Background: an optimization exercise with open tools, aiming at small area, a short achievable clock period and few clock cycles per item. Do not read the settings as production practice. In this exercise RTL edits were held to simulation tests only and were not proved equivalent to the original. The flow treats the clock pin as an ideal source, which a real chip does not have. Power figures rest on the tool's default switching activity, not on a simulated workload.

== before ==
## neurona_mac
module neurona_mac #(
    parameter int Signo     = 1,
    parameter int Magnitud  = 7,
    parameter int Precision = 24,
    parameter int Width     = Signo + Magnitud + Precision,
    parameter int NEntradas = 4
) (
    input  logic             CLK,
    input  logic             RST,
    input  logic             Inicio,
    input  logic [Width-1:0] Sesgo,
    input  logic             EntradaValida,
    input  logic [Width-1:0] Entrada,
    input  logic [Width-1:0] Peso,
    output logic             Ocupado,
    output logic             Listo,
    output logic [Width-1:0] Salida,
    output logic             Error
);
Settings: LEC_CHECK=0, CAP_MARGIN=20, CORE_MARGIN=2, CORE_UTILIZATION=40, SLEW_MARGIN=20, SYNTH_HIERARCHICAL=1, TNS_END_PERCENT=20; clock period 13.5 ns.
standard.sh (not shown) runs the stock make flow with config.mk's settings and CLKGATE_MAP_FILE= SYNTH_SCRIPT=/design/flow/synth_recipe.tcl, a recipe that flattens the netlist after the stock synthesis.
==> flow/flow/run.sh <==
#!/bin/bash
set -euo pipefail
MARGIN=$(cat flow/margin.txt)
bash standard.sh SETUP_SLACK_MARGIN=$MARGIN \
  "BUFFER_PORTS_ARGS=-buffer_cell sky130_fd_sc_hd__buf_4" \
  finish > orfs_make.log 2>&1
==> flow/flow/margin.txt <==
9.7
In summary, before completed successfully, with a layout that passed the timing, design-rule and antenna checks.
Testbench counts of before, summed over its fixed seeds: cycles 3,584, items 512.
What after does differently from before at the input level:
Settings: swapping 20 for 0 in TNS_END_PERCENT.
==> comparison <==
The post-route standard cell area excluding fillers number comes out lower for after vs before. Relative to before, routed wire length decreased by 2.1% in after. | highest clock rate | before vs after | ≈ equal |. Via count of the first global-routing pass went down by a few percent going from before to after.


## maple
neurona_mac, a different RTL version from the one above (not shown whole).
Size in the first run: about 290 flip-flops, roughly 140 I/O pins, ~0.032 mm^2 of cells after synthesis.
clock: 13.5 ns
lec_check: 0
cap_margin: 20
core_margin: 2
core_utilization: 40
slew_margin: 20
synth_hierarchical: 1
tns_end_percent: 0
==> flow/flow/run.sh <==
#!/bin/bash
set -euo pipefail
MARGIN=$(cat flow/margin.txt)
bash standard.sh SETUP_SLACK_MARGIN=$MARGIN \
  "BUFFER_PORTS_ARGS=-buffer_cell sky130_fd_sc_hd__buf_1" \
  finish > orfs_make.log 2>&1
==> flow/flow/margin.txt <==
9.9
maple went all the way through the flow, and no timing, DRC or antenna check failed.
Testbench counts of maple, summed over its fixed seeds: cycles 3,584, items 512.
The following lists how pine was set up differently from maple:
==> flow/flow/run.sh <==
#!/bin/bash
set -euo pipefail
MARGIN=$(cat flow/margin.txt)
bash standard.sh SETUP_SLACK_MARGIN=$MARGIN \
  "BUFFER_PORTS_ARGS=-buffer_cell sky130_fd_sc_hd__buf_1" \
  "POST_CTS_TCL=$PWD/flow/post_cts.tcl" \
  finish > orfs_make.log 2>&1
==> flow/flow/margin.txt <==
9.7
==> flow/flow/post_cts.tcl (new file) <==
# Extra setup repair after CTS: the same margin as the flow's own repair, with more passes,
# then legalize the placement again.
log_cmd repair_timing -setup -setup_margin $::env(SETUP_SLACK_MARGIN) -repair_tns 0 \
  -max_passes 200 -max_iterations 2000 -match_cell_footprint -verbose
log_cmd detailed_placement
check_placement -verbose
Findings:
- [diff] sum of routed wire length over all layers, pine relative to maple: regression
- Comparing pine and maple, largest stage delay on the critical path is lower on pine.
- pine vs maple on area growth from synthesis to layout: pine is the lower one.


## 04-05
Another version of the RTL of neurona_mac (not shown whole).
For scale: about 3000 cells after synthesis, ~280 flip-flops, roughly 140 I/O pins, ~32000 µm² of cells after synthesis.
export LEC_CHECK = 0
export CAP_MARGIN = 20
export CORE_MARGIN = 2
export CORE_UTILIZATION = 40
export SLEW_MARGIN = 20
export SYNTH_HIERARCHICAL = 1
create_clock -name core_clock -period 13.5 [get_ports {CLK}]
==> flow/flow/run.sh <==
#!/bin/bash
set -euo pipefail
MARGIN=$(cat flow/margin.txt)
bash standard.sh SETUP_SLACK_MARGIN=$MARGIN finish > orfs_make.log 2>&1
==> flow/flow/margin.txt <==
9.7
Looking at the reports, 04-05 completed the entire flow and the layout it produced met the timing, design-rule and antenna checks.
Testbench counts of 04-05, summed over its fixed seeds: cycles 3,584, items 512.
The inputs of 10-11 differ from those of 04-05 as listed below.
diff --git a/flow/config.mk b/flow/config.mk
--- a/flow/config.mk
+++ b/flow/config.mk
@@ -11,2 +11,3 @@
 export SLEW_MARGIN = 20
 export SYNTH_HIERARCHICAL = 1
+export TNS_END_PERCENT = 0
Notes after the runs:
| final cell count | 10-11 vs 04-05 | 2.4% lower |. 10-11 vs 04-05: post-route standard cell area excluding fillers down by a little under 10%. Looking only at leakage power total, and setting everything else aside, the higher value of 04-05 and 10-11 goes to 04-05. Detailed-route via count improves in 10-11 relative to 04-05. Area of the multi-input gates, 04-05 and 10-11: larger value in 04-05. Power consumed by the clock network: 10-11 vs 04-05 down about 1%. Measured against each other, 04-05 and 10-11 differ in count of clock buffers in the final design, the lower figure coming from 04-05.


neurona_mac, a different RTL version from the one above (not shown whole).
Size: about 290 flip-flops, about 140 I/O pins, ~33000 µm² of cells after synthesis.
Settings: LEC_CHECK=0, CAP_MARGIN=20, CORE_MARGIN=2, CORE_UTILIZATION=40, SLEW_MARGIN=20, SYNTH_HIERARCHICAL=1, TNS_END_PERCENT=0; clock period 13.5 ns.
==> flow/flow/run.sh <==
#!/bin/bash
set -euo pipefail
MARGIN=$(cat flow/margin.txt)
bash standard.sh SETUP_SLACK_MARGIN=$MARGIN \
  "BUFFER_PORTS_ARGS=-buffer_cell sky130_fd_sc_hd__buf_1" \
  "POST_CTS_TCL=$PWD/flow/post_cts.tcl" \
  finish > orfs_make.log 2>&1
==> flow/flow/post_cts.tcl <==
# Extra setup repair after CTS: the same margin as the flow's own repair, with more passes,
# then legalize the placement again.
log_cmd repair_timing -setup -setup_margin $::env(SETUP_SLACK_MARGIN) -repair_tns 0 \
  -max_passes 200 -max_iterations 2000 -match_cell_footprint -verbose
log_cmd detailed_placement
check_placement -verbose
Scripts as last shown in full above: flow/flow/margin.txt
Testbench counts at the start, summed over its fixed seeds: cycles 3,584, items 512.
Edit:
--- a/flow/flow/run.sh
+++ b/flow/flow/run.sh
@@ -6 +5,0 @@
-  "POST_CTS_TCL=$PWD/flow/post_cts.tcl" \
removed: flow/flow/post_cts.tcl
The new run finished clean.
Total power stays flat.
Register-to-register slack gets worse by 0.05 ns.
Area after synthesis does not change.
Setup slack gets worse by 0.047 ns.

==> afterwards: timing with drivers on the ports <==
No port has a modelled driver above. Below, the same layouts with a new extraction and two added sets of constraints.
Step 1 assumes that a clkbuf_16 drives the clock port and a buf_2 every other input.
Step 2 also shifts input and output timing later by t, the mid clock arrival at the registers, as if the neighbouring blocks saw the same clock.
Slacks: no drivers / after step 1 / after step 2; pairs: no drivers / after step 1.
run	shift t [ns]	setup slack, ns	worst setup path at the end	worst slew at a driven data input, ns	cell pins on the clock port's net
before	0.653	9.289 / 9.289 / 8.795	input to register	0.05	1
after	0.639	9.280 / 9.280 / 8.782	input to register	0.06	1
maple	0.624	9.505 / 9.505 / 9.112	input to register	0.11	1
pine	0.624	9.589 / 9.585 / 9.090	input to register	0.09	1
04-05	0.661	9.418 / 9.418 / 9.418	register to register	0.06	1
10-11	0.636	9.399 / 9.391 / 9.399	register to register	0.06	1
the first run of note 4	0.633	9.410 / 9.410 / 8.999	input to register	0.11	1
the second run of note 4	0.635	9.363 / 9.363 / 9.001	input to register	0.11	1
After both steps setup and hold are still met in every run listed. The setup slack of pine, which loses most, moves by -0.004 ns with the drivers and by -0.499 ns with both steps.
